This is an optimization exercise on Yosys and OpenROAD, whose aim is small area, not a production implementation. Function was checked by simulation only, so behaviour that the tests miss may differ from the original. Power and IR drop assume default switching activity. No driver is modelled on the clock port, so clocking that relies on it looks cheaper here than on a real chip.

`flow/config.mk`:
```
export PLATFORM = sky130hd
export DESIGN_NAME = timed_rgbw_light_interpolator_top
export DESIGN_NICKNAME = timed_rgbw_light_interpolator_top
export VERILOG_FILES = /design/flow/design.v
export SDC_FILE = /design/flow/constraint.sdc
export NUM_CORES = 4
export LEC_CHECK = 0
export CAP_MARGIN = 20
export CORE_MARGIN = 2
export CORE_UTILIZATION = 45
export PLACE_DENSITY = 0.6
export SLEW_MARGIN = 20
```
`flow/constraint.sdc`:
```
create_clock -name core_clock -period 12.0 [get_ports {clk_i}]
set_input_delay 2.4000 -clock core_clock [delete_from_list [all_inputs] [get_ports {clk_i}]]
set_output_delay 2.4000 -clock core_clock [all_outputs]
set_load 0.01 [all_outputs]
```
`flow/design.v`:
```
package trli_pkg;
  localparam int unsigned HOUR_W = 5;
  localparam int unsigned MIN_W  = 6;
  localparam int unsigned LVL_W  = 8;
  localparam int unsigned NCH    = 4;
endpackage
module timed_rgbw_light_interpolator_top #(
  parameter int unsigned SLOTS = 16
) (
  input  logic        clk_i,
  input  logic        rst_ni,
  input  logic        in_valid_i,
  output logic        in_ready_o,
  input  logic        op_i,
  input  logic [3:0]  entry_index_i,
  input  logic        entry_valid_i,
  input  logic [4:0]  entry_hour_i,
  input  logic [5:0]  entry_minute_i,
  input  logic [7:0]  entry_red_i,
  input  logic [7:0]  entry_green_i,
  input  logic [7:0]  entry_blue_i,
  input  logic [7:0]  entry_white_i,
  input  logic [31:0] now_unix_i,
  input  logic [4:0]  now_hour_i,
  input  logic [5:0]  now_minute_i,
  output logic        out_valid_o,
  input  logic        out_ready_i,
  output logic        active_o,
  output logic [7:0]  level_red_o,
  output logic [7:0]  level_green_o,
  output logic [7:0]  level_blue_o,
  output logic [7:0]  level_white_o
);
  typedef enum logic [3:0] {
    S_IDLE,
    S_SCANW,    
    S_SCAN,     
    S_SCANE,    
    S_SCAN2W,   
    S_SCAN2,    
    S_TP,       
    S_CHK,      
    S_ADVW,     
    S_ADVS,     
    S_XF,       
    S_CAP0,     
    S_DIV,      
    S_RST,      
    S_FIN
  } state_e;
  state_e state_q, state_d;
  logic [3:0]        pos_q;
  logic [15:0][43:0] mem_q;
  logic [43:0]       head, wdata, pwr;
  logic              init_q, wr, load_take;
  logic              h_valid;
  logic [4:0]        h_hour;
  logic [5:0]        h_min;
  logic [10:0]       h_hm, now_hm;
  assign head    = mem_q[0];
  assign h_valid = head[43];
  assign h_hour  = head[42:38];
  assign h_min   = head[37:32];
  assign h_hm    = head[42:32];
  assign now_hm  = {now_hour_i, now_minute_i};
  always_comb begin
    pwr = '0;
    if (pos_q == 4'd0) pwr[43] = 1'b1;
    if (pos_q == 4'd1) pwr = {1'b1, 5'd12, 6'd0, 32'hFFFF_FFFF};
  end
  assign wdata = init_q ? pwr
                        : {entry_valid_i, entry_hour_i, entry_minute_i,
                           entry_white_i, entry_blue_i, entry_green_i, entry_red_i};
  assign load_take = (state_q == S_IDLE) && !init_q && in_valid_i && !op_i &&
                     (pos_q == entry_index_i);
  assign wr = init_q || load_take;
  always_ff @(posedge clk_i) begin
    mem_q <= {(wr ? wdata : head), mem_q[15:1]};
  end
  always_ff @(posedge clk_i or negedge rst_ni) begin
    if (!rst_ni) pos_q <= '0;
    else         pos_q <= pos_q + 1'b1;
  end
  logic [31:0] a_q, b_q;           
  logic [33:0] r_q;                
  logic [7:0]  q_q;                
  logic [7:0]  p_q, n_q;           
  logic [7:0]  p2_q, n2_q;         
  logic [3:0]  prev_q, next_q;
  logic [31:0] lvl_q;
  logic        act_q, oval_q, pend_q, empty_q;
  logic        found_q, hprev_q, walk_q, stop_q, wprev_q, pin_q;
  logic        adjn_q, adjp_q, advd_q, tgt_q, gt_q, den0_q, eneg_q, c_q;
  logic        gotp_q, gotn_q;
  logic [2:0]  step_q, ph_q;
  logic [1:0]  ch_q;
  logic later, eq_now, same;
  assign later  = h_hm > now_hm;
  assign eq_now = h_hm == now_hm;
  assign same   = h_hm == {p_q[4:0], n_q[5:0]};
  typedef enum logic [2:0] {X_0, X_R, X_R1, X_R6, X_P, X_N} xsel_e;
  typedef enum logic [3:0] {Y_0, Y_A, Y_B, Y_U, Y_R2, Y_P, Y_N, Y_Q, Y_HN, Y_MN, Y_DAY,
                            Y_ONE} ysel_e;
  xsel_e       xsel;
  ysel_e       ysel;
  logic        inv, cin;
  logic [33:0] xop, yop, yx, sum;
  logic        cout;
  always_comb begin
    unique case (xsel)
      X_R:     xop = r_q;
      X_R1:    xop = {r_q[32:0], 1'b0};
      X_R6:    xop = {r_q[27:0], 6'd0};
      X_P:     xop = {26'd0, p_q};
      X_N:     xop = {26'd0, n_q};
      default: xop = '0;
    endcase
    unique case (ysel)
      Y_A:     yop = {2'b00, a_q};
      Y_B:     yop = {2'b00, b_q};
      Y_U:     yop = {2'b00, now_unix_i};
      Y_R2:    yop = {r_q[31:0], 2'd0};
      Y_P:     yop = {26'd0, p_q};
      Y_N:     yop = {26'd0, n_q};
      Y_Q:     yop = {26'd0, q_q};
      Y_HN:    yop = {29'd0, now_hour_i};
      Y_MN:    yop = {28'd0, now_minute_i};
      Y_DAY:   yop = 34'd1440;
      Y_ONE:   yop = 34'd1;
      default: yop = '0;
    endcase
  end
  assign yx = yop ^ {34{inv}};
  assign {cout, sum} = {1'b0, xop} + {1'b0, yx} + {34'd0, cin};
  logic e_bit;
  assign e_bit = n_q[3'd7 - step_q];
  logic [1:0] cap_ch;
  logic [7:0] h_lvl;
  assign cap_ch = (state_q == S_DIV) ? (ch_q + 2'd1) : ch_q;
  always_comb begin
    unique case (cap_ch)
      2'd0:    h_lvl = head[7:0];
      2'd1:    h_lvl = head[15:8];
      2'd2:    h_lvl = head[23:16];
      default: h_lvl = head[31:24];
    endcase
  end
  logic tick_go;
  assign tick_go    = (state_q == S_IDLE) && in_valid_i && op_i && !oval_q;
  assign in_ready_o = load_take || (state_q == S_FIN);
  logic wr_r, wr_a, wr_b;
  always_comb begin
    xsel = X_0;
    ysel = Y_0;
    inv  = 1'b0;
    cin  = 1'b0;
    wr_r = 1'b0;
    wr_a = 1'b0;
    wr_b = 1'b0;
    unique case (state_q)
      S_TP: begin
        unique case (step_q)
          3'd0: begin ysel = Y_P; wr_r = 1'b1; end
          3'd1: begin xsel = X_R; ysel = Y_HN; inv = 1'b1; cin = 1'b1; wr_r = 1'b1; end
          3'd2, 3'd6: begin xsel = X_R6; ysel = Y_R2; inv = 1'b1; cin = 1'b1; wr_r = 1'b1; end
          3'd3: begin xsel = X_R; ysel = Y_N; wr_r = 1'b1; end
          3'd4: begin xsel = X_R; ysel = Y_MN; inv = 1'b1; cin = 1'b1; wr_r = 1'b1; end
          3'd5: begin
            xsel = X_R;
            ysel = (tgt_q ? adjp_q : adjn_q) ? Y_DAY : Y_0;
            inv  = tgt_q;
            cin  = tgt_q;
            wr_r = 1'b1;
          end
          default: begin
            xsel = X_R; ysel = Y_U;
            wr_a = tgt_q;
            wr_b = !tgt_q;
          end
        endcase
      end
      S_CHK: begin
        if (step_q == 3'd0) begin ysel = Y_B; wr_r = 1'b1; end
        else begin xsel = X_R; ysel = Y_U; inv = 1'b1; cin = 1'b1; end
      end
      S_ADVW: begin ysel = Y_B; wr_a = 1'b1; end
      S_XF: begin
        unique case (step_q)
          3'd0: begin ysel = Y_U; wr_r = 1'b1; end
          3'd1: begin xsel = X_R; ysel = Y_A; inv = 1'b1; cin = 1'b1; wr_a = 1'b1; end
          3'd2: begin ysel = Y_B; wr_r = 1'b1; end
          3'd3: begin xsel = X_R; ysel = Y_U; inv = 1'b1; cin = 1'b1; wr_r = 1'b1; end
          3'd4: begin xsel = X_R; ysel = Y_A; wr_b = 1'b1; end
          3'd5: begin ysel = Y_B; wr_r = 1'b1; end
          3'd6: begin xsel = X_R; ysel = Y_A; inv = 1'b1; cin = 1'b1; end
          default: begin xsel = X_R; ysel = Y_ONE; inv = 1'b1; cin = 1'b1; end
        endcase
      end
      S_DIV: begin
        unique case (ph_q)
          3'd0: begin xsel = X_N; ysel = Y_P; inv = 1'b1; cin = 1'b1; end
          3'd1: begin xsel = X_P; ysel = Y_N; inv = 1'b1; cin = 1'b1; end
          3'd2: begin
            xsel = (step_q == 3'd0) ? X_0 : X_R1;
            ysel = !e_bit ? Y_0 : (gt_q ? Y_B : Y_A);
            wr_r = 1'b1;
          end
          3'd3, 3'd4: begin xsel = X_R; ysel = Y_B; inv = 1'b1; cin = 1'b1; end
          3'd5: begin xsel = X_R1; ysel = Y_B; inv = 1'b1; cin = !eneg_q; end
          default: begin
            xsel = X_P;
            ysel = den0_q ? Y_0 : Y_Q;
            inv  = !den0_q && eneg_q;
            cin  = !den0_q && (eneg_q ? !c_q : c_q);
          end
        endcase
      end
      S_RST: begin
        unique case (step_q)
          3'd0: begin ysel = Y_B; wr_r = 1'b1; end
          3'd1: begin xsel = X_R; ysel = Y_A; inv = 1'b1; cin = 1'b1; wr_r = 1'b1; end
          3'd2: begin xsel = X_R; ysel = Y_U; wr_b = 1'b1; end
          3'd3: begin ysel = Y_U; wr_r = 1'b1; end
          default: begin xsel = X_R; ysel = Y_A; inv = 1'b1; cin = 1'b1; wr_a = 1'b1; end
        endcase
      end
      default: ;
    endcase
  end
  always_comb begin
    state_d = state_q;
    unique case (state_q)
      S_IDLE: begin
        if (tick_go) begin
          if (pend_q)       state_d = S_SCANW;
          else if (empty_q) state_d = S_FIN;
          else              state_d = S_CHK;
        end
      end
      S_SCANW:  if (pos_q == 4'd15) state_d = S_SCAN;
      S_SCAN:   if (pos_q == 4'd15) state_d = S_SCANE;
      S_SCANE: begin
        if (found_q)      state_d = S_TP;
        else if (hprev_q) state_d = S_SCAN2W;
        else              state_d = S_FIN;
      end
      S_SCAN2W: if (pos_q == 4'd15) state_d = S_SCAN2;
      S_SCAN2:  if (h_valid) state_d = S_TP;
      S_TP: begin
        if (step_q == 3'd7) begin
          if (!tgt_q && !advd_q) state_d = S_TP;       
          else if (advd_q)       state_d = S_XF;
          else                   state_d = S_CHK;
        end
      end
      S_CHK:  if (step_q == 3'd1) state_d = (!cout && !advd_q) ? S_ADVW : S_XF;
      S_ADVW: if (pos_q == next_q) state_d = S_ADVS;
      S_ADVS: if (h_valid) state_d = S_TP;
      S_XF:   if (step_q == 3'd7) state_d = S_CAP0;
      S_CAP0: if ((gotp_q || pos_q == prev_q) && (gotn_q || pos_q == next_q)) state_d = S_DIV;
      S_DIV:  if (ph_q == 3'd6 && ch_q == 2'd3) state_d = S_RST;
      S_RST:  if (step_q == 3'd4) state_d = S_FIN;
      S_FIN:  state_d = S_IDLE;
      default: state_d = S_IDLE;
    endcase
  end
  always_ff @(posedge clk_i or negedge rst_ni) begin
    if (!rst_ni) begin
      state_q <= S_IDLE;
      init_q  <= 1'b1;
      pend_q  <= 1'b1;
      oval_q  <= 1'b0;
    end else begin
      state_q <= state_d;
      if (init_q && pos_q == 4'd15) init_q <= 1'b0;
      if (load_take) pend_q <= 1'b1;
      else if (tick_go) pend_q <= 1'b0;
      if (state_q == S_FIN) oval_q <= 1'b1;
      else if (out_ready_i) oval_q <= 1'b0;
    end
  end
  always_ff @(posedge clk_i) begin
    if (wr_r) r_q <= sum;
    if (wr_a) a_q <= sum[31:0];
    if (wr_b) b_q <= sum[31:0];
    unique case (state_q)
      S_IDLE: begin
        found_q <= 1'b0;
        hprev_q <= 1'b0;
        walk_q  <= 1'b0;
        stop_q  <= 1'b0;
        wprev_q <= 1'b0;
        pin_q   <= 1'b0;
        advd_q  <= 1'b0;
        tgt_q   <= 1'b0;
        step_q  <= 3'd0;
      end
      S_SCAN: begin
        if (h_valid) begin
          if (!found_q) begin
            if (later) begin
              found_q <= 1'b1;
              next_q  <= pos_q;
              p_q     <= {3'b000, h_hour};
              n_q     <= {2'b00, h_min};
              adjn_q  <= 1'b0;
              walk_q  <= !hprev_q;
            end else begin
              prev_q  <= pos_q;
              hprev_q <= 1'b1;
              p2_q    <= {3'b000, h_hour};
              n2_q    <= {2'b00, h_min};
              adjp_q  <= 1'b0;
            end
          end else if (walk_q && !stop_q) begin
            if (same) begin
              stop_q <= 1'b1;
            end else begin
              prev_q  <= pos_q;
              wprev_q <= 1'b1;
              p2_q    <= {3'b000, h_hour};
              n2_q    <= {2'b00, h_min};
              adjp_q  <= later;
            end
          end
        end
      end
      S_SCANE: begin
        if (found_q) begin
          empty_q <= 1'b0;
          if (walk_q && !wprev_q) begin
            prev_q <= next_q;
            pin_q  <= 1'b1;
            adjp_q <= 1'b1;
          end
        end else if (!hprev_q) begin
          empty_q <= 1'b1;
        end
      end
      S_SCAN2: begin
        if (h_valid) begin
          next_q  <= pos_q;
          empty_q <= 1'b0;
          p_q     <= {3'b000, h_hour};
          n_q     <= {2'b00, h_min};
          adjn_q  <= !later && !eq_now;
        end
      end
      S_TP: begin
        step_q <= step_q + 3'd1;
        if (step_q == 3'd7) begin
          tgt_q <= !tgt_q;
          if (!pin_q) begin
            p_q <= p2_q;
            n_q <= n2_q;
          end
        end
      end
      S_CHK: begin
        tgt_q  <= 1'b0;
        step_q <= step_q + 3'd1;
        if (step_q == 3'd1) begin
          step_q <= 3'd0;
          if (!cout && !advd_q) advd_q <= 1'b1;
        end
      end
      S_ADVW: begin
        if (pos_q == next_q) prev_q <= next_q;
      end
      S_ADVS: begin
        if (h_valid) begin
          next_q <= pos_q;
          p_q    <= {3'b000, h_hour};
          n_q    <= {2'b00, h_min};
          adjn_q <= !later && !eq_now;
        end
      end
      S_XF: begin
        step_q <= step_q + 3'd1;
        if (step_q == 3'd6) gt_q <= !cout;
        if (step_q == 3'd7) begin
          den0_q <= !cout;
          ch_q   <= 2'd0;
          ph_q   <= 3'd0;
          gotp_q <= 1'b0;
          gotn_q <= 1'b0;
        end
      end
      S_CAP0: begin
        if (pos_q == prev_q) begin p_q <= h_lvl; gotp_q <= 1'b1; end
        if (pos_q == next_q) begin n_q <= h_lvl; gotn_q <= 1'b1; end
      end
      S_DIV: begin
        if (pos_q == prev_q) p2_q <= h_lvl;
        if (pos_q == next_q) n2_q <= h_lvl;
        unique case (ph_q)
          3'd0: begin
            if (cout) begin
              n_q    <= sum[7:0];
              eneg_q <= 1'b0;
              ph_q   <= 3'd2;
            end else begin
              ph_q   <= 3'd1;
            end
          end
          3'd1: begin
            n_q    <= sum[7:0];
            eneg_q <= 1'b1;
            ph_q   <= 3'd2;
          end
          3'd2: begin
            q_q  <= (step_q == 3'd0) ? 8'd0 : {q_q[6:0], 1'b0};
            ph_q <= 3'd3;
          end
          3'd3, 3'd4: begin
            if (cout) begin
              r_q <= sum;
              q_q <= q_q + 8'd1;
            end
            if (cout && ph_q == 3'd3) ph_q <= 3'd4;
            else if (step_q == 3'd7)  ph_q <= 3'd5;
            else begin
              ph_q   <= 3'd2;
              step_q <= step_q + 3'd1;
            end
          end
          3'd5: begin
            c_q  <= cout;
            ph_q <= 3'd6;
          end
          default: begin
            unique case (ch_q)
              2'd0: lvl_q[7:0]   <= sum[7:0];
              2'd1: lvl_q[15:8]  <= sum[7:0];
              2'd2: lvl_q[23:16] <= sum[7:0];
              default: lvl_q[31:24] <= sum[7:0];
            endcase
            ch_q   <= ch_q + 2'd1;
            ph_q   <= 3'd0;
            step_q <= 3'd0;
            p_q    <= p2_q;
            n_q    <= n2_q;
          end
        endcase
      end
      S_RST: begin
        step_q <= step_q + 3'd1;
      end
      S_FIN: begin
        act_q <= !empty_q;
        if (empty_q) lvl_q <= {4{sum[7:0]}};
      end
      default: ;
    endcase
  end
  assign out_valid_o   = oval_q;
  assign active_o      = act_q;
  assign level_red_o   = lvl_q[7:0];
  assign level_green_o = lvl_q[15:8];
  assign level_blue_o  = lvl_q[23:16];
  assign level_white_o = lvl_q[31:24];
endmodule
```
`flow/run.sh`:
```
#!/bin/bash
# synth_recipe.tcl (not shown) runs the flow's synth.tcl, then flattens the netlist and writes it again
# the make line also repeats each setting of config.mk as NAME=value (left out here)
make -C /OpenROAD-flow-scripts/flow DESIGN_CONFIG=/design/flow/config.mk WORK_HOME=/design/flow/orfs CLKGATE_MAP_FILE= SYNTH_SCRIPT=/design/flow/synth_recipe.tcl finish
```
==> metrics.cfg, run 1 <==
[cts]
clkSinkCount = 919
numCtsBuffers = 86
tritoncts = built
clockBufferDepth = 3
hold_buffers = 0
postCtsSetupBuffers = 0
path_clk_slew_ps = 60
cts_resized = 0
htreeDepth = 3
cts_root_buf = clkbuf_16
clock_latency_ps = 650

[yosys]
synth_most_common_cell = dfxtp_1
synth-seq-cells = 919
synth_area_mm2 = 0.0286
syn_area_per_cell_um2 = 13.1
ys_warn_count = 1
synth_edf_count = 170
ys_async_sr_fraction_pct = 1.20
synth_common_cells = dfxtp_1 (738), edfxtp_1 (170), nor2_1 (152)
yosysTopAreaCell = dfxtp_1
seq_area_frac_synth_pct = 70.6
synthesis.instances = 2187
synth_cell_types = 91
synth_top_cell_area_share_pct = 51.7
synthFlopType = dfxtp_1
synth.area.top_cells = dfxtp_1 (52%), edfxtp_1 (18%), ha_1 (2.6%)
syn_nets = 2344

[job]
cap_violations = 0

[grt]
grt_use_total_pct = 19.3
grt_max_degree = 50
overflow = 0
first_global_vias = 17200
antenna_found_initial = 0
grt_pass1_wl_um = 98200

[detailed_routing]
wl_um = 63600
drc = 0
vias = 16900
ant_nets = 0
wire_per_inst_um = 19.5
dr.pass1.iters = 8
avgViaCountPerCell = 5.19
drt_iter0_markers = 1188

[setup_path]
cpLargestDelayFamily = simple AND/OR/NAND/NOR gates
end_kind = flip-flop
cpPeakStageDelay_ps = 830
path_cells = and4bb_1 > nand2_1 > or4_4 > and3_4 > nor3_1 > a222oi_1 > nand3_1 > xnor2_1 > fa_1 > fa_1 > a21o_1 > a221oi_2 > o21ba_2 > o21a_2 > o41ai_2 > a211o_1 > a221o_1 > buf_4 > mux2_1
crit_required_ps = 12530
critPathLaunchType = flip-flop
critical_path.slowest_cell = dfrtp_1
critPathMaxFanout = 34
crit_buf_inv = 1
cp.arrival_ps = 8080
crit_type = reg2reg
crit_top_cell = fa_1

[place]
hpwlAfterDp_um = 43200
port_buffers = 130
pre_cts_ws_ps = 4490
gp_congestion = 0.909
postPlaceCellArea_mm2 = 0.0308

[sta]
max_slew_margin_pct = 20.1
setup_viol = 0
final_hold_viol_count = 0
timing.hold.ws_ps = 306
worstMarginPinSlew_ps = 1200
fin_crit_ps = 7550
skew_ps = 40.0
slew_violations = 0
finalWorstSetupSlack_ps = 4450
max_freq_ghz = 0.132
rsz0062_at_grt = false
timing.final.crit_share_pct = 62.9
tns_ps = 0

[pwr]
vdd_drop_max_v = 0.000206
powerDensity_mw_per_mm2 = 294
power_uw = 9940
p_leak_uw = 0.0134

[finish]
area_growth_syn_to_layout_pct = 18.2
drive_above_1_share_pct = 9.74
design_area_mm2 = 0.0338
nets = 2497

[die]
start_util_pct = 45.4
dieArea_mm2 = 0.0655
dieHeight_um = 256
die_x_um = 256
rows = 92
ios = 131
core_area_mm2 = 0.0630

[status]
status = no timing/DRC/antenna violations

[worst_hold_path]
hp-class = reg2reg

## per-stage QoR
step                      std cells  util, %
after CTS                      3258     53.6
after detailed placement       3097     48.9
after global placement         3097     48.9
after global routing           3259     53.6
after floorplan                2187        -
final                          3260     53.6
## area by class of cell
type	count	area, um2
well taps	846	1060
flip-flops and latches	919	20200
diodes	1	2.50
clock inverters	44	468
clock buffers	117	2490
inverters	74	278
repair buffers	162	1540
fillers	5251	29200
multi-input cells	1097	7770
## layer usage
layer	vias up	track usage (%)	share of wire [%]	wire (um)
li1	8130	-	-	-
met1	8240	23.8	43	27100
met2	425	33.9	50	31700
met3	109	3.03	4.4	2790
met4	0	7.67	3.1	1970
met5	-	0	0	0
## worst paths after layout
| path | start | to | slack [ps] | cells after the start |
|---|---|---|---|---|
| setup / recovery | state_q[3]$_DFFE_PN0P_ | r_q[13]$_DFF_P_ | 4450 | 19 |
| setup reg to reg | state_q[3]$_DFFE_PN0P_ | r_q[13]$_DFF_P_ | 4450 | 19 |
| hold / removal | mem_q[253]$_DFF_P_ | mem_q[209]$_DFF_P_ | 310 | 0 |
| min in group asynchronous | rst_ni | pos_q[1]$_DFF_PN0_ | 2160 | 1 |
| max in group asynchronous | rst_ni | state_q[3]$_DFFE_PN0P_ | 9420 | 1 |
| hold reg to reg | mem_q[253]$_DFF_P_ | mem_q[209]$_DFF_P_ | 310 | 0 |
## power by group
part | total (uW) | switching, uW | internal, uW
registers | 3910 | 211 | 3700
logic | 3290 | 2130 | 1170
clock network | 2740 | 1170 | 1570
## state kept, by name, summed over array words and instances (netlist names), 2 cells and up
| register | count |
|---|---|
| step_q | 3 |
| a_q | 32 |
| state_q | 4 |
| n_q | 8 |
| ph_q | 3 |
| n2_q | 8 |
| ch_q | 2 |
| q_q | 8 |
| lvl_q | 32 |
| b_q | 32 |
| mem_q | 704 |
| next_q | 4 |
| pos_q | 4 |
| r_q | 34 |
| p_q | 8 |
| p2_q | 8 |
| prev_q | 4 |
## cell families after synthesis
| family | after synthesis | synth area share (%) |
|---|---|---|
| adder cells (fa/ha/maj) | 61 | 2.72 |
| multiplexers | 69 | 3.10 |
| AND/OR/NAND/NOR | 449 | 7.43 |
| XOR/XNOR | 93 | 2.85 |
| AO/OA/AOI/OAI | 425 | 10.9 |
| buffers and inverters | 171 | 2.46 |
| flip-flops | 919 | 70.6 |
## placed cells by master, fill, tap and decap left out, drive strengths merged, types with 42 or more instances in the layout
cell type      count
ha                59
clkdlybuf4s50    130
xor2              64
inv               84
nor2             152
a21oi             80
edfxtp           170
nand2            133
o21ai             73
mux2              42
dfxtp            738
clkbuf           117
==> run 2, diff against run 1 <==
==> flow/flow/run.sh (new file) <==
#!/bin/bash
# Own layout flow: the standard flow (standard.sh, unchanged synthesis,
# floorplan, power grid and tap cells), with these changes:
#   * ports are buffered with the smallest buffer (buf_1) instead of the default;
#   * clock tree synthesis without dummy loads and with sink clusters of up
#     to 30 flip-flops within 200 um.
# Each tool's full output stays in orfs/logs/; make's own output goes to
# flow_make.log in this folder.
set -euo pipefail
cd "$(dirname "$0")/.."
bash standard.sh \
  BUFFER_PORTS_ARGS="-buffer_cell sky130_fd_sc_hd__buf_1" \
  CTS_ARGS="-sink_clustering_enable -repair_clock_nets -dont_use_dummy_load -sink_clustering_size 30 -sink_clustering_max_diameter 200" \
  finish > flow_make.log 2>&1
==> flow/standard.sh (new file) <==
#!/bin/bash
# synth_recipe.tcl (not shown) runs the flow's synth.tcl, then flattens the netlist and writes it again
# the make line also repeats each setting of config.mk as NAME=value (left out here)
make -C /OpenROAD-flow-scripts/flow DESIGN_CONFIG=/design/flow/config.mk WORK_HOME=/design/flow/orfs CLKGATE_MAP_FILE= SYNTH_SCRIPT=/design/flow/synth_recipe.tcl "${@:-finish}"
removed: flow/run.sh
==> metrics.cfg, run 2 <==
[pwr]
combPwrFrac_pct = 38.1  ; +5.0 points
p_sw_share_pct = 37.2  ; +1.9 points
p_leak_uw = 0.0121  ; -10%
powerDensity_mw_per_mm2 = 277  ; -5.8%
p_seq_share_pct = 45.6  ; +6.3 points
clkPwrFrac_pct = 16.3  ; -11 points
vdd_drop_max_v = 0.000222  ; +7.8%
p_int_uw = 5390  ; -16%
p_sw_uw = 3190  ; -9.2%

[yosys]
synth_top_cell_area_share_pct = 51.7  ; unchanged
synthesis.instances = 2187  ; unchanged
syn_nets = 2344  ; unchanged
synth_cell_types = 91  ; unchanged
synth_edf_count = 170  ; unchanged
synth_common_cells = dfxtp_1 (738), edfxtp_1 (170), nor2_1 (152)
synth_area_mm2 = 0.0286  ; unchanged
synthFlopType = dfxtp_1
synth.area.top_cells = dfxtp_1 (52%), edfxtp_1 (18%), ha_1 (2.6%)
seq_area_frac_synth_pct = 70.6  ; unchanged
yosysTopAreaCell = dfxtp_1
synth-seq-cells = 919  ; unchanged
ys_async_sr_fraction_pct = 1.20  ; unchanged
ys_warn_count = 1  ; unchanged
synth_most_common_cell = dfxtp_1
syn_area_per_cell_um2 = 13.1  ; unchanged

[setup_path]
cp-startpoint = step_q[2]$_DFFE_PP_
critPathLaunchType = flip-flop
cp.arrival_ps = 8240  ; +160 ps
crit_required_ps = 12460  ; -70 ps
critical_path.slowest_cell = edfxtp_1
rr_startpoint = step_q[2]$_DFFE_PP_
path_cells = inv_1 > ha_1 > nand2_1 > a211oi_1 > a211oi_1 > nand3_1 > nor3_1 > a222oi_1 > nand3_1 > xnor2_1 > fa_1 > fa_1 > a21o_1 > a221oi_2 > o21ba_2 > o21a_2 > o41ai_2 > a211o_1 > a221o_1 > buf_4 > mux2_1
cpPeakStageDelay_ps = 840  ; about the same
critPathMaxFanout = 34  ; unchanged
crit_type = reg2reg
worst-r2r-cell-count = 21  ; +2
end_kind = flip-flop

[place]
gp_congestion = 0.905  ; -0.45%
postPlaceCellArea_mm2 = 0.0300  ; -2.6%
port_buffers = 130  ; unchanged
hpwlAfterDp_um = 42900  ; -0.83%

[sta]
final_hold_viol_count = 0  ; unchanged
timing.final.crit_share_pct = 64.9  ; +1.9 points
setup_viol = 0  ; unchanged
fin_crit_ps = 7780  ; +233 ps
slew_violations = 0  ; unchanged
tns_ps = 0  ; unchanged
timing.hold.ws_ps = 301  ; -5.59 ps
max_freq_ghz = 0.128  ; -3.0%
max_slew_margin_pct = 30.9  ; +11 points
worstMarginPinSlew_ps = 1030  ; -166 ps
skew_ps = 45.7  ; +5.67 ps
rsz0062_at_grt = false

[grt]
antenna_found_initial = 0  ; unchanged
grt_pass1_wl_um = 94200  ; -4.0%
grt_use_total_pct = 18.4  ; -0.89 points
first_global_vias = 16200  ; -5.9%
grt_max_degree = 50  ; unchanged
overflow = 0  ; unchanged

[cts]
path_clk_slew_ps = 120  ; +60 ps
hold_buffers = 0  ; unchanged
numCtsBuffers = 36  ; -58%
postCtsSetupBuffers = 0  ; unchanged
htreeDepth = 2  ; -1
tritoncts = built
cts_resized = 0  ; unchanged
clock_latency_ps = 590  ; -60 ps
cts_root_buf = clkbuf_16
clockBufferDepth = 3  ; unchanged
clkSinkCount = 919  ; unchanged

[detailed_routing]
dr.pass1.iters = 8  ; unchanged
wl_um = 61400  ; -3.6%
vias = 16500  ; -2.4%
wire_per_inst_um = 19.6  ; +0.26%
drt_iter0_markers = 1233  ; +3.8%
avgViaCountPerCell = 5.27  ; +1.5%
ant_nets = 0  ; unchanged
drc = 0  ; unchanged

[worst_hold_path]
holdPathStages = 0  ; unchanged
holdCritStartpoint = mem_q[465]$_DFF_P_
hp-class = reg2reg

[die]
core_area_mm2 = 0.0630  ; unchanged
dieHeight_um = 256  ; unchanged
ios = 131  ; unchanged
start_util_pct = 45.4  ; unchanged
dieArea_mm2 = 0.0655  ; unchanged
die_x_um = 256  ; unchanged
rows = 92  ; unchanged

[finish]
layout_commonest_cell = dfxtp_1
design_area_mm2 = 0.0309  ; -8.5%
largest_reg_flops = 704  ; unchanged
nets = 2448  ; -2.0%
fin_util_pct = 49.1  ; -4.5 points
regMostFlops = mem_q
antenna_cells = 0  ; -1
area_growth_syn_to_layout_pct = 8.16
top_regs = mem_q x704, r_q x34
final_cell_mix = dfxtp_1 (738), edfxtp_1 (170), nor2_1 (152)
fill_cells = 5604  ; +6.7%
drive_above_1_share_pct = 5.55  ; -4.2 points

[job]
cap_violations = 0  ; unchanged

[status]
status = no timing/DRC/antenna violations

run 2: cell count changes in the layout (fill, tap and decap cells not counted), moves of 4 or more:
cell,previous run,this run
buf_1,0,130
bufinv_16,4,0
clkbuf_1,16,0
clkbuf_16,92,36
clkbuf_8,9,0
clkdlybuf4s50_1,130,0
clkinv_2,17,0
clkinvlp_4,7,0
inv_4,5,0
inv_6,5,0
run 2: metrics by stage:
step           std cells  setup WS (ps)  total power [uW]
3_3_place_gp        3099           4530              7170
2_1_floorplan       2187           5700              6120
6_report            3135           4220              8570
3_5_place_dp        3099           4380              7220
5_1_grt             3135           3690              9050
4_1_cts             3135           4340              8610
run 2: path summary, 6_finish.rpt:
kind | end | slack [ps]
setup / recovery | r_q[12]$_DFF_P_ | 4220
hold / removal | mem_q[421]$_DFF_P_ | 300
setup reg to reg | r_q[12]$_DFF_P_ | 4220
hold reg to reg | mem_q[421]$_DFF_P_ | 300
max in group asynchronous | pos_q[1]$_DFF_PN0_ | 9660
min in group asynchronous | state_q[0]$_DFFE_PN0P_ | 1860
run 2: layout make-up:
class	instances	area (um2)	share of cell area, %
well taps	846	1060	3.43
flip-flops and latches	919	20200	65.2
repair buffers	163	736	2.38
clock buffers	36	901	2.92
inverters	74	278	0.899
multi-input cells	1097	7770	25.1
run 2: logic make-up after synthesis:
logic type / share of synthesized area (%)
flip-flops: 70.6
AND/OR/NAND/NOR: 7.43
AO/OA/AOI/OAI: 10.9
buffers and inverters: 2.46
XOR/XNOR: 2.85
multiplexers: 3.10
adder cells (fa/ha/maj): 2.72
run 2: layer usage:
metal,wire length (um),GRT usage [%],vias to the layer above
met3,2730,2.55,101
met1,26900,23.7,8083
met4,1960,6.27,0
li1,-,-,7933
met5,0,0,-
met2,29800,31.9,389
run 2: power by group through the flow:
stage | combinational [uW] | sequential [uW] | clock [uW]
4_1_cts | 3260 | 3900 | 1450
3_5_place_dp | 3250 | 3970 | 0
6_report | 3270 | 3910 | 1400
3_3_place_gp | 3200 | 3970 | 0
5_1_grt | 3570 | 3930 | 1550
2_1_floorplan | 2250 | 3870 | 0
run 2: worst max-delay path, delay by kind of cell, from the launching register on:
kind	cells	cell delay, ps
compound gates	10	2750
simple gates	4	1750
fa+ha+maj	3	1250
flops	1	840
buf+inv	2	550
mux	1	380
xor+xnor	1	90
==> run 3, diff against run 2 <==
==> flow/flow/run.sh (replaced) <==
#!/bin/bash
# Own layout flow: the standard flow (standard.sh, unchanged synthesis,
# floorplan, power grid and tap cells), with these changes:
#   * ports are buffered with the smallest buffer (buf_1) instead of the default;
#   * clock tree synthesis without dummy loads and with sink clusters of up
#     to 24 flip-flops within 150 um.
# Each tool's full output stays in orfs/logs/; make's own output goes to
# flow_make.log in this folder.
set -euo pipefail
cd "$(dirname "$0")/.."
bash standard.sh \
  BUFFER_PORTS_ARGS="-buffer_cell sky130_fd_sc_hd__buf_1" \
  CTS_ARGS="-sink_clustering_enable -repair_clock_nets -dont_use_dummy_load -sink_clustering_size 24 -sink_clustering_max_diameter 150" \
  finish > flow_make.log 2>&1
==> metrics.cfg, run 3 <==
[finish]
fill_cells = 5582  ; -0.39%
largest_reg_flops = 704  ; unchanged
fin_util_pct = 49.4  ; +0.32 points
multi_input_area_mm2 = 0.00777  ; unchanged
top_regs = mem_q x704, r_q x34
antenna_cells = 0  ; unchanged
nets = 2456  ; +0.33%
drive_above_1_share_pct = 5.88  ; +0.33 points
seqCellArea_mm2 = 0.0202  ; unchanged
layout_commonest_cell = dfxtp_1
regMostFlops = mem_q
final_cell_mix = dfxtp_1 (738), edfxtp_1 (170), nor2_1 (152)
design_area_mm2 = 0.0311  ; +0.65%
area_growth_syn_to_layout_pct = 8.87

[yosys]
synth_edf_count = 170  ; unchanged
synthFlopType = dfxtp_1
seq_area_frac_synth_pct = 70.6  ; unchanged
synthesis.instances = 2187  ; unchanged
synth_most_common_cell = dfxtp_1
synth_area_mm2 = 0.0286  ; unchanged
synth_cell_types = 91  ; unchanged
synth_common_cells = dfxtp_1 (738), edfxtp_1 (170), nor2_1 (152)
synth_top_cell_area_share_pct = 51.7  ; unchanged
synth-seq-cells = 919  ; unchanged
synth.area.top_cells = dfxtp_1 (52%), edfxtp_1 (18%), ha_1 (2.6%)
syn_area_per_cell_um2 = 13.1  ; unchanged
ys_async_sr_fraction_pct = 1.20  ; unchanged
syn_nets = 2344  ; unchanged
yosysTopAreaCell = dfxtp_1
ys_warn_count = 1  ; unchanged

[setup_path]
crit_type = reg2reg
regToRegSetupSlack_ps = 4250  ; +40 ps
crit_required_ps = 12450  ; about the same
cp.arrival_ps = 8190  ; -50 ps
cpPeakStageDelay_ps = 810  ; -30 ps
crit_buf_inv = 3  ; +1
critical_path.slowest_cell = nor3_4
critPathLaunchType = flip-flop
rr_startpoint = step_q[1]$_DFFE_PP_
critPathMaxFanout = 34  ; unchanged
cpLargestDelayFamily = compound AO/OA/AOI/OAI gates
path_cells = inv_1 > ha_1 > nor2b_1 > a221oi_2 > a211oi_1 > nand3_1 > nor3_4 > buf_4 > a22o_1 > a221oi_1 > xor2_1 > ha_1 > a21oi_1 > o21ai_0 > a221oi_1 > o21a_2 > o41ai_2 > a211o_1 > a221o_1 > buf_4 > mux2_1
worst-path-stages = 21  ; unchanged
worst-r2r-cell-count = 21  ; unchanged
r2r-end = r_q[25]$_DFF_P_
end_kind = flip-flop

[place]
postPlaceCellArea_mm2 = 0.0300  ; unchanged
port_buffers = 130  ; unchanged
hpwlAfterDp_um = 42900  ; unchanged
gp_congestion = 0.905  ; unchanged

[detailed_routing]
wire_per_inst_um = 19.5  ; -0.21%
drc = 0  ; unchanged
vias = 16500  ; -0.018%
avgViaCountPerCell = 5.25  ; -0.27%
maxUsedRoutingLayer = met4
wl_um = 61400  ; about the same
drt_iter0_markers = 1223  ; -0.81%
wl_met2_um = 29700  ; -0.25%
route.met3.wl_um = 2920  ; +6.7%
m1WireLength_um = 26600  ; -0.93%
dr.pass1.iters = 7  ; -1
ant_nets = 0  ; unchanged

[die]
ios = 131  ; unchanged
dieHeight_um = 256  ; unchanged
die_x_um = 256  ; unchanged
rows = 92  ; unchanged
dieArea_mm2 = 0.0655  ; unchanged
start_util_pct = 45.4  ; unchanged
core_area_mm2 = 0.0630  ; unchanged

[cts]
clkSinkCount = 919  ; unchanged
tritoncts = built
hold_buffers = 0  ; unchanged
clockBufferDepth = 3  ; unchanged
cts_root_buf = clkbuf_16
postCtsSetupBuffers = 0  ; unchanged
cts_resized = 0  ; unchanged
numCtsBuffers = 44  ; +22%
path_clk_slew_ps = 110  ; about the same
htreeDepth = 2  ; unchanged
clock_latency_ps = 600  ; about the same

[sta]
final_hold_viol_count = 0  ; unchanged
timing.hold.ws_ps = 283  ; -17.8 ps
fin_crit_ps = 7750  ; -36.7 ps
worstMarginPinSlew_ps = 1060  ; +31.9 ps
rsz0062_at_grt = false
slew_violations = 0  ; unchanged
setup_viol = 0  ; unchanged
skew_ps = 56.1  ; +10.4 ps
timing.final.crit_share_pct = 64.6  ; -0.31 points
max_slew_margin_pct = 28.7  ; -2.1 points
tns_ps = 0  ; unchanged
max_freq_ghz = 0.129  ; +0.47%

[job]
cap_violations = 0  ; unchanged

[worst_hold_path]
holdCritStartpoint = mem_q[378]$_DFF_P_
holdPathStages = 0  ; unchanged
hold_end = mem_q[334]$_DFF_P_
hp-class = reg2reg

[grt]
grt_use_total_pct = 18.5  ; +0.056 points
first_global_vias = 16300  ; +0.75%
grt_pass1_wl_um = 94600  ; +0.37%
antenna_found_initial = 1  ; +1
overflow = 0  ; unchanged
grt_max_degree = 50  ; unchanged

[status]
status = no timing/DRC/antenna violations

[pwr]
powerDensity_mw_per_mm2 = 280  ; +0.81%
power_uw = 8700  ; +1.5%
p_leak_uw = 0.0122  ; +0.82%
vdd_drop_max_v = 0.000221  ; -0.45%

## run 3: final cells by class
cell class | instances | share of cell area (%)
flip-flops and latches | 919 | 64.8
multi-input cells | 1097 | 25.0
clock buffers | 44 | 3.54
well taps | 846 | 3.40
repair buffers | 163 | 2.37
inverters | 74 | 0.893
## run 3: logic make-up (layout without fill, tap and decap cells)
logic type | after synthesis | after routing | share of synthesized area [%]
XOR/XNOR | 93 | 93 | 2.85
multiplexers | 69 | 69 | 3.10
buffers and inverters | 171 | 281 | 2.46
adder cells (fa/ha/maj) | 61 | 61 | 2.72
AO/OA/AOI/OAI | 425 | 425 | 10.9
flip-flops | 919 | 919 | 70.6
AND/OR/NAND/NOR | 449 | 449 | 7.43
## run 3: where the power goes
group | leakage [uW] | switching [uW] | total (uW) | internal (uW)
Clock | 0.000542 | 873 | 1530 | 656
Sequential | 0.00766 | 213 | 3910 | 3690
Combinational | 0.00397 | 2110 | 3270 | 1150
Total | 0.0122 | 3200 | 8700 | 5500
## run 3: through the flow
| step | setup slack, ps | std cells |
|---|---|---|
| after detailed placement | 4380 | 3099 |
| final | 4250 | 3143 |
| after CTS | 4350 | 3143 |
| after global placement | 4530 | 3099 |
| after global routing | 3710 | 3143 |
| after floorplan | 5700 | 2187 |
## run 3: per-layer routing
layer / track usage (%) / vias to the layer above
li1: - / 7932
met1: 23.6 / 8035
met2: 31.8 / 429
met3: 2.76 / 107
met4: 6.77 / 0
met5: 0 / -
## run 3: worst max path at each step
| stage | start | slack (ps) | to |
|---|---|---|---|
| 6_report | step_q[1]$_DFFE_PP_ | 4250 | r_q[25]$_DFF_P_ |
| 5_1_grt | step_q[1]$_DFFE_PP_ | 3710 | q_q[0]$_SDFFCE_PP0P_ |
| 4_1_cts | step_q[1]$_DFFE_PP_ | 4350 | r_q[33]$_DFF_P_ |
| 3_5_place_dp | step_q[1]$_DFFE_PP_ | 4380 | r_q[2]$_DFF_P_ |
| 3_3_place_gp | step_q[2]$_DFFE_PP_ | 4530 | r_q[2]$_DFF_P_ |
| 2_1_floorplan | now_unix_i[0] | 5700 | n_q[0]$_DFFE_PP_ |
==> run 4, diff against run 3 <==
--- a/flow/design.v
+++ b/flow/design.v
@@ -43,7 +43,7 @@
     S_ADVW,     
     S_ADVS,     
     S_XF,       
-    S_CAP0,     
+    S_CAP,      
     S_DIV,      
     S_RST,      
     S_FIN
@@ -85,12 +85,11 @@
   logic [33:0] r_q;                
   logic [7:0]  q_q;                
   logic [7:0]  p_q, n_q;           
-  logic [7:0]  p2_q, n2_q;         
   logic [3:0]  prev_q, next_q;
   logic [31:0] lvl_q;
   logic        act_q, oval_q, pend_q, empty_q;
   logic        found_q, hprev_q, walk_q, stop_q, wprev_q, pin_q;
-  logic        adjn_q, adjp_q, advd_q, tgt_q, gt_q, den0_q, eneg_q, c_q;
+  logic        adjn_q, adjp_q, advd_q, tgt_q, gt_q, den0_q, eneg_q;
   logic        gotp_q, gotn_q;
   logic [2:0]  step_q, ph_q;
   logic [1:0]  ch_q;
@@ -134,11 +133,9 @@
   assign {cout, sum} = {1'b0, xop} + {1'b0, yx} + {34'd0, cin};
   logic e_bit;
   assign e_bit = n_q[3'd7 - step_q];
-  logic [1:0] cap_ch;
   logic [7:0] h_lvl;
-  assign cap_ch = (state_q == S_DIV) ? (ch_q + 2'd1) : ch_q;
   always_comb begin
-    unique case (cap_ch)
+    unique case (ch_q)
       2'd0:    h_lvl = head[7:0];
       2'd1:    h_lvl = head[15:8];
       2'd2:    h_lvl = head[23:16];
@@ -211,7 +208,7 @@
             xsel = X_P;
             ysel = den0_q ? Y_0 : Y_Q;
             inv  = !den0_q && eneg_q;
-            cin  = !den0_q && (eneg_q ? !c_q : c_q);
+            cin  = !den0_q && eneg_q;
           end
         endcase
       end
@@ -256,9 +253,9 @@
       S_CHK:  if (step_q == 3'd1) state_d = (!cout && !advd_q) ? S_ADVW : S_XF;
       S_ADVW: if (pos_q == next_q) state_d = S_ADVS;
       S_ADVS: if (h_valid) state_d = S_TP;
-      S_XF:   if (step_q == 3'd7) state_d = S_CAP0;
-      S_CAP0: if ((gotp_q || pos_q == prev_q) && (gotn_q || pos_q == next_q)) state_d = S_DIV;
-      S_DIV:  if (ph_q == 3'd6 && ch_q == 2'd3) state_d = S_RST;
+      S_XF:   if (step_q == 3'd7) state_d = S_CAP;
+      S_CAP:  if ((gotp_q || pos_q == prev_q) && (gotn_q || pos_q == next_q)) state_d = S_DIV;
+      S_DIV:  if (ph_q == 3'd6) state_d = (ch_q == 2'd3) ? S_RST : S_CAP;
       S_RST:  if (step_q == 3'd4) state_d = S_FIN;
       S_FIN:  state_d = S_IDLE;
       default: state_d = S_IDLE;
@@ -308,8 +305,7 @@
             end else begin
               prev_q  <= pos_q;
               hprev_q <= 1'b1;
-              p2_q    <= {3'b000, h_hour};
-              n2_q    <= {2'b00, h_min};
+              lvl_q[10:0] <= h_hm;
               adjp_q  <= 1'b0;
             end
           end else if (walk_q && !stop_q) begin
@@ -318,8 +314,7 @@
             end else begin
               prev_q  <= pos_q;
               wprev_q <= 1'b1;
-              p2_q    <= {3'b000, h_hour};
-              n2_q    <= {2'b00, h_min};
+              lvl_q[10:0] <= h_hm;
               adjp_q  <= later;
             end
           end
@@ -351,8 +346,8 @@
         if (step_q == 3'd7) begin
           tgt_q <= !tgt_q;
           if (!pin_q) begin
-            p_q <= p2_q;
-            n_q <= n2_q;
+            p_q <= {3'b000, lvl_q[10:6]};
+            n_q <= {2'b00, lvl_q[5:0]};
           end
         end
       end
@@ -386,13 +381,11 @@
           gotn_q <= 1'b0;
         end
       end
-      S_CAP0: begin
+      S_CAP: begin
         if (pos_q == prev_q) begin p_q <= h_lvl; gotp_q <= 1'b1; end
         if (pos_q == next_q) begin n_q <= h_lvl; gotn_q <= 1'b1; end
       end
       S_DIV: begin
-        if (pos_q == prev_q) p2_q <= h_lvl;
-        if (pos_q == next_q) n2_q <= h_lvl;
         unique case (ph_q)
           3'd0: begin
             if (cout) begin
@@ -425,7 +418,7 @@
             end
           end
           3'd5: begin
-            c_q  <= cout;
+            if (cout) q_q <= q_q + 8'd1;
             ph_q <= 3'd6;
           end
           default: begin
@@ -438,8 +431,8 @@
             ch_q   <= ch_q + 2'd1;
             ph_q   <= 3'd0;
             step_q <= 3'd0;
-            p_q    <= p2_q;
-            n_q    <= n2_q;
+            gotp_q <= 1'b0;
+            gotn_q <= 1'b0;
           end
         endcase
       end
==> metrics.cfg, run 4 <==
[status]
status = no timing/DRC/antenna violations

[detailed_routing]
dr.pass1.iters = 8  ; +1
wire_per_inst_um = 20.0  ; +2.4%
vias = 17100  ; +3.4%
avgViaCountPerCell = 5.34  ; +1.7%
drc = 0  ; unchanged
wl_um = 63900  ; +4.1%
ant_nets = 0  ; unchanged
drt_iter0_markers = 1528  ; +25%

[finish]
final_cell_mix = dfxtp_1 (738), nor2_1 (182), edfxtp_1 (153)
drive_above_1_share_pct = 6.13  ; +0.25 points
regMostFlops = mem_q
largest_reg_flops = 704  ; unchanged
instances_no_fill = 3195  ; +1.7%
area_growth_syn_to_layout_pct = 8.56
top_regs = mem_q x704, r_q x34
seqCellArea_mm2 = 0.0196  ; -2.5%
multi_input_area_mm2 = 0.00811  ; +4.4%
fill_cells = 5503  ; -1.4%
nets = 2508  ; +2.1%
fin_util_pct = 49.2  ; -0.18 points
layout_commonest_cell = dfxtp_1
antenna_cells = 0  ; unchanged

[yosys]
synth.area.top_cells = dfxtp_1 (52%), edfxtp_1 (16%), ha_1 (2.6%)
synth_most_common_cell = dfxtp_1
yosysTopAreaCell = dfxtp_1
syn_nets = 2414  ; +3.0%
synth_cell_types = 81  ; -11%
seq_area_frac_synth_pct = 69.1  ; -1.5 points
synth_edf_count = 153  ; -10%
ys_warn_count = 1  ; unchanged
synthFlopType = dfxtp_1
synth-seq-cells = 902  ; -1.8%
synthesis.instances = 2257  ; +3.2%
synth_area_mm2 = 0.0284  ; -0.46%
synth_top_cell_area_share_pct = 52.0  ; +0.24 points
syn_area_per_cell_um2 = 12.6  ; -3.5%
synth_common_cells = dfxtp_1 (738), nor2_1 (183), edfxtp_1 (153)
ys_async_sr_fraction_pct = 1.22  ; +0.023 points

[grt]
overflow = 0  ; unchanged
first_global_vias = 16800  ; +2.6%
grt_use_total_pct = 19.2  ; +0.75 points
grt_max_degree = 50  ; unchanged
antenna_found_initial = 0  ; -1
grt_pass1_wl_um = 98200  ; +3.8%

[place]
placed_cells = 3152  ; +1.7%
pre_cts_ws_ps = 4420  ; +36.2 ps
gp_congestion = 0.929  ; +2.7%
hpwlAfterDp_um = 45000  ; +5.0%
port_buffers = 130  ; unchanged

[sta]
timing.hold.ws_ps = 295  ; +12.7 ps
skew_ps = 41.3  ; -14.8 ps
fin_crit_ps = 7670  ; -77.0 ps
rsz0062_at_grt = false
finalWorstSetupSlack_ps = 4330  ; +77.0 ps
tns_ps = 0  ; unchanged
max_slew_margin_pct = 31.3  ; +2.6 points
setup_viol = 0  ; unchanged
max_freq_ghz = 0.130  ; +1.0%
timing.final.crit_share_pct = 63.9  ; -0.64 points
worstMarginPinSlew_ps = 1020  ; -38.7 ps
slew_violations = 0  ; unchanged
final_hold_viol_count = 0  ; unchanged

[cts]
numCtsBuffers = 43  ; -2.3%
clock_latency_ps = 590  ; about the same
postCtsSetupBuffers = 0  ; unchanged
tritoncts = built
htreeDepth = 2  ; unchanged
path_clk_slew_ps = 110  ; about the same
cts_root_buf = clkbuf_16
clkSinkCount = 902  ; -1.8%
hold_buffers = 0  ; unchanged
cts_resized = 0  ; unchanged
clockBufferDepth = 3  ; unchanged

[pwr]
powerDensity_mw_per_mm2 = 308  ; +10%
p_leak_uw = 0.0123  ; +1.2%
vdd_drop_max_v = 0.000195  ; -12%

[setup_path]
critPathMaxFanout = 12  ; -65%
end_kind = flip-flop
crit_buf_inv = 1  ; -2
critical_path.slowest_cell = nor3_1
crit_type = reg2reg
crit_top_cell = fa_1
path_cells = inv_1 > ha_1 > nand2b_1 > o21ai_0 > a22oi_1 > nor2_1 > a22o_1 > a222oi_1 > o311ai_0 > xnor2_1 > fa_1 > fa_1 > nor2b_1 > o2111ai_1 > a211oi_1 > o31a_1 > nor4_4 > o31ai_4 > o31ai_1 > nor3_1
crit_required_ps = 12220  ; -230 ps
critPathLaunchType = flip-flop
cpLargestDelayFamily = compound AO/OA/AOI/OAI gates
cpPeakStageDelay_ps = 810  ; about the same
cp.arrival_ps = 7890  ; -300 ps

[die]
ios = 131  ; unchanged
die_x_um = 255  ; -0.22%
rows = 92  ; unchanged
start_util_pct = 45.3  ; about the same
dieArea_mm2 = 0.0652  ; -0.45%
core_area_mm2 = 0.0627  ; -0.37%
dieHeight_um = 255  ; -0.22%

[worst_hold_path]
hp-class = reg2reg

[job]
cap_violations = 0  ; unchanged

run 4: changes by cell type in the layout (fill, tap and decap cells not counted), sizes merged, moves of 9 or more:
cell,delta
edfxtp,-17
nor2,+31
mux2i,+9
nor2b,+11
nand2,+10
a22o,-25
a222oi,+28
a221oi,-20
a22oi,-11
mux4,-11
run 4: kinds of logic after synthesis:
family                     Yosys count  synth area share [%]
muxes                               71                  3.08
AOI/OAI and AO/OA                  418                  10.8
DFF                                902                  69.1
and+or+nand+nor                    529                  8.89
adders and majority gates           61                  2.74
buffers and inverters              186                  2.67
xor gates and xnor gates            90                  2.77
run 4: where the power goes:
group	internal (uW)	leakage, uW	switching, uW	total (uW)
clock	642	0.000530	849	1490
combinational	1450	0.00430	2620	4070
sequential	3680	0.00750	275	3960
run 4: worst paths after layout:
| check | slack, ps | startpoint | depth (start not counted) | endpoint |
|---|---|---|---|---|
| setup / recovery | 4330 | step_q[0]$_DFFE_PP_ | 20 | n_q[3]$_DFFE_PP_ |
| hold / removal | 300 | mem_q[164]$_DFF_P_ | 0 | mem_q[120]$_DFF_P_ |
| setup reg to reg | 4330 | step_q[0]$_DFFE_PP_ | 20 | n_q[3]$_DFFE_PP_ |
| hold reg to reg | 300 | mem_q[164]$_DFF_P_ | 0 | mem_q[120]$_DFF_P_ |
| max in group asynchronous | 9650 | rst_ni | 1 | state_q[0]$_DFFE_PN0P_ |
| min in group asynchronous | 1830 | rst_ni | 1 | pos_q[3]$_DFF_PN0_ |
run 4: cell type report:
| class | instances | share of cell area, % |
|---|---|---|
| clock buffers | 43 | 3.49 |
| inverters | 80 | 0.973 |
| multi-input cells | 1169 | 26.3 |
| flip-flops and latches | 902 | 63.6 |
| well taps | 846 | 3.43 |
| repair buffers | 155 | 2.19 |
run 4: worst register-to-register path, delay by kind of cell, from the launching register on:
family          cells  cell delay [ps]
buf+inv             1              130
flops               1              620
compound gates     10             3250
fa+ha+maj           3             1250
simple gates        5             1870
xor+xnor            1              210
run 4: metrics by stage:
stage	area [um2]	total power, uW
floorplan	28400	6720
global placement	29800	7960
detailed placement	29800	8030
CTS	30900	9540
global route	30900	10100
finish	30900	9510
run 4: metal layers:
metal,share of wire (%),track usage [%],vias to the layer above
li1,-,-,8136
met1,46,26.6,8306
met2,46,31.0,508
met3,5.2,2.73,109
met4,2.9,6.44,0
met5,0,0,-

## port drivers added, routing unchanged
The results above use ideal ports. As a check the final layouts listed here were re-extracted and re-timed, cells and wires unchanged.
Step 1, drivers: a clkbuf_16 drives clk_i and a buf_2 each remaining input, both assumed.
Step 2 adds t to the input delays and takes it off the output delays; t is the mean of the earliest and latest rising clock arrival at the registers after step 1. Input paths then give back, and output paths get back, about the clock's delay inside the block.
Slacks: ideal ports / drivers / drivers and shift; pairs: ideal ports / drivers.
| run | shift t [ns] | slack for setup (ns) | worst hold slack (ns) | clock arrival spread, ns |
|---|---|---|---|---|
| run 1 | 0.697 | 4.450 / 4.450 / 4.379 | 0.306 / 0.306 / 0.306 | 0.040 / 0.040 |
| run 2 | 0.629 | 4.217 / 4.217 / 4.217 | 0.301 / 0.301 / 0.301 | 0.050 / 0.050 |
| run 3 | 0.629 | 4.253 / 4.253 / 4.253 | 0.283 / 0.283 / 0.283 | 0.057 / 0.058 |
| run 4 | 0.639 | 4.330 / 4.330 / 4.330 | 0.295 / 0.295 / 0.295 | 0.043 / 0.043 |
After both steps every run listed still meets setup and hold. The setup slack of run 1, which loses most, moves by 0.000 ns with the drivers and by -0.071 ns with both steps.
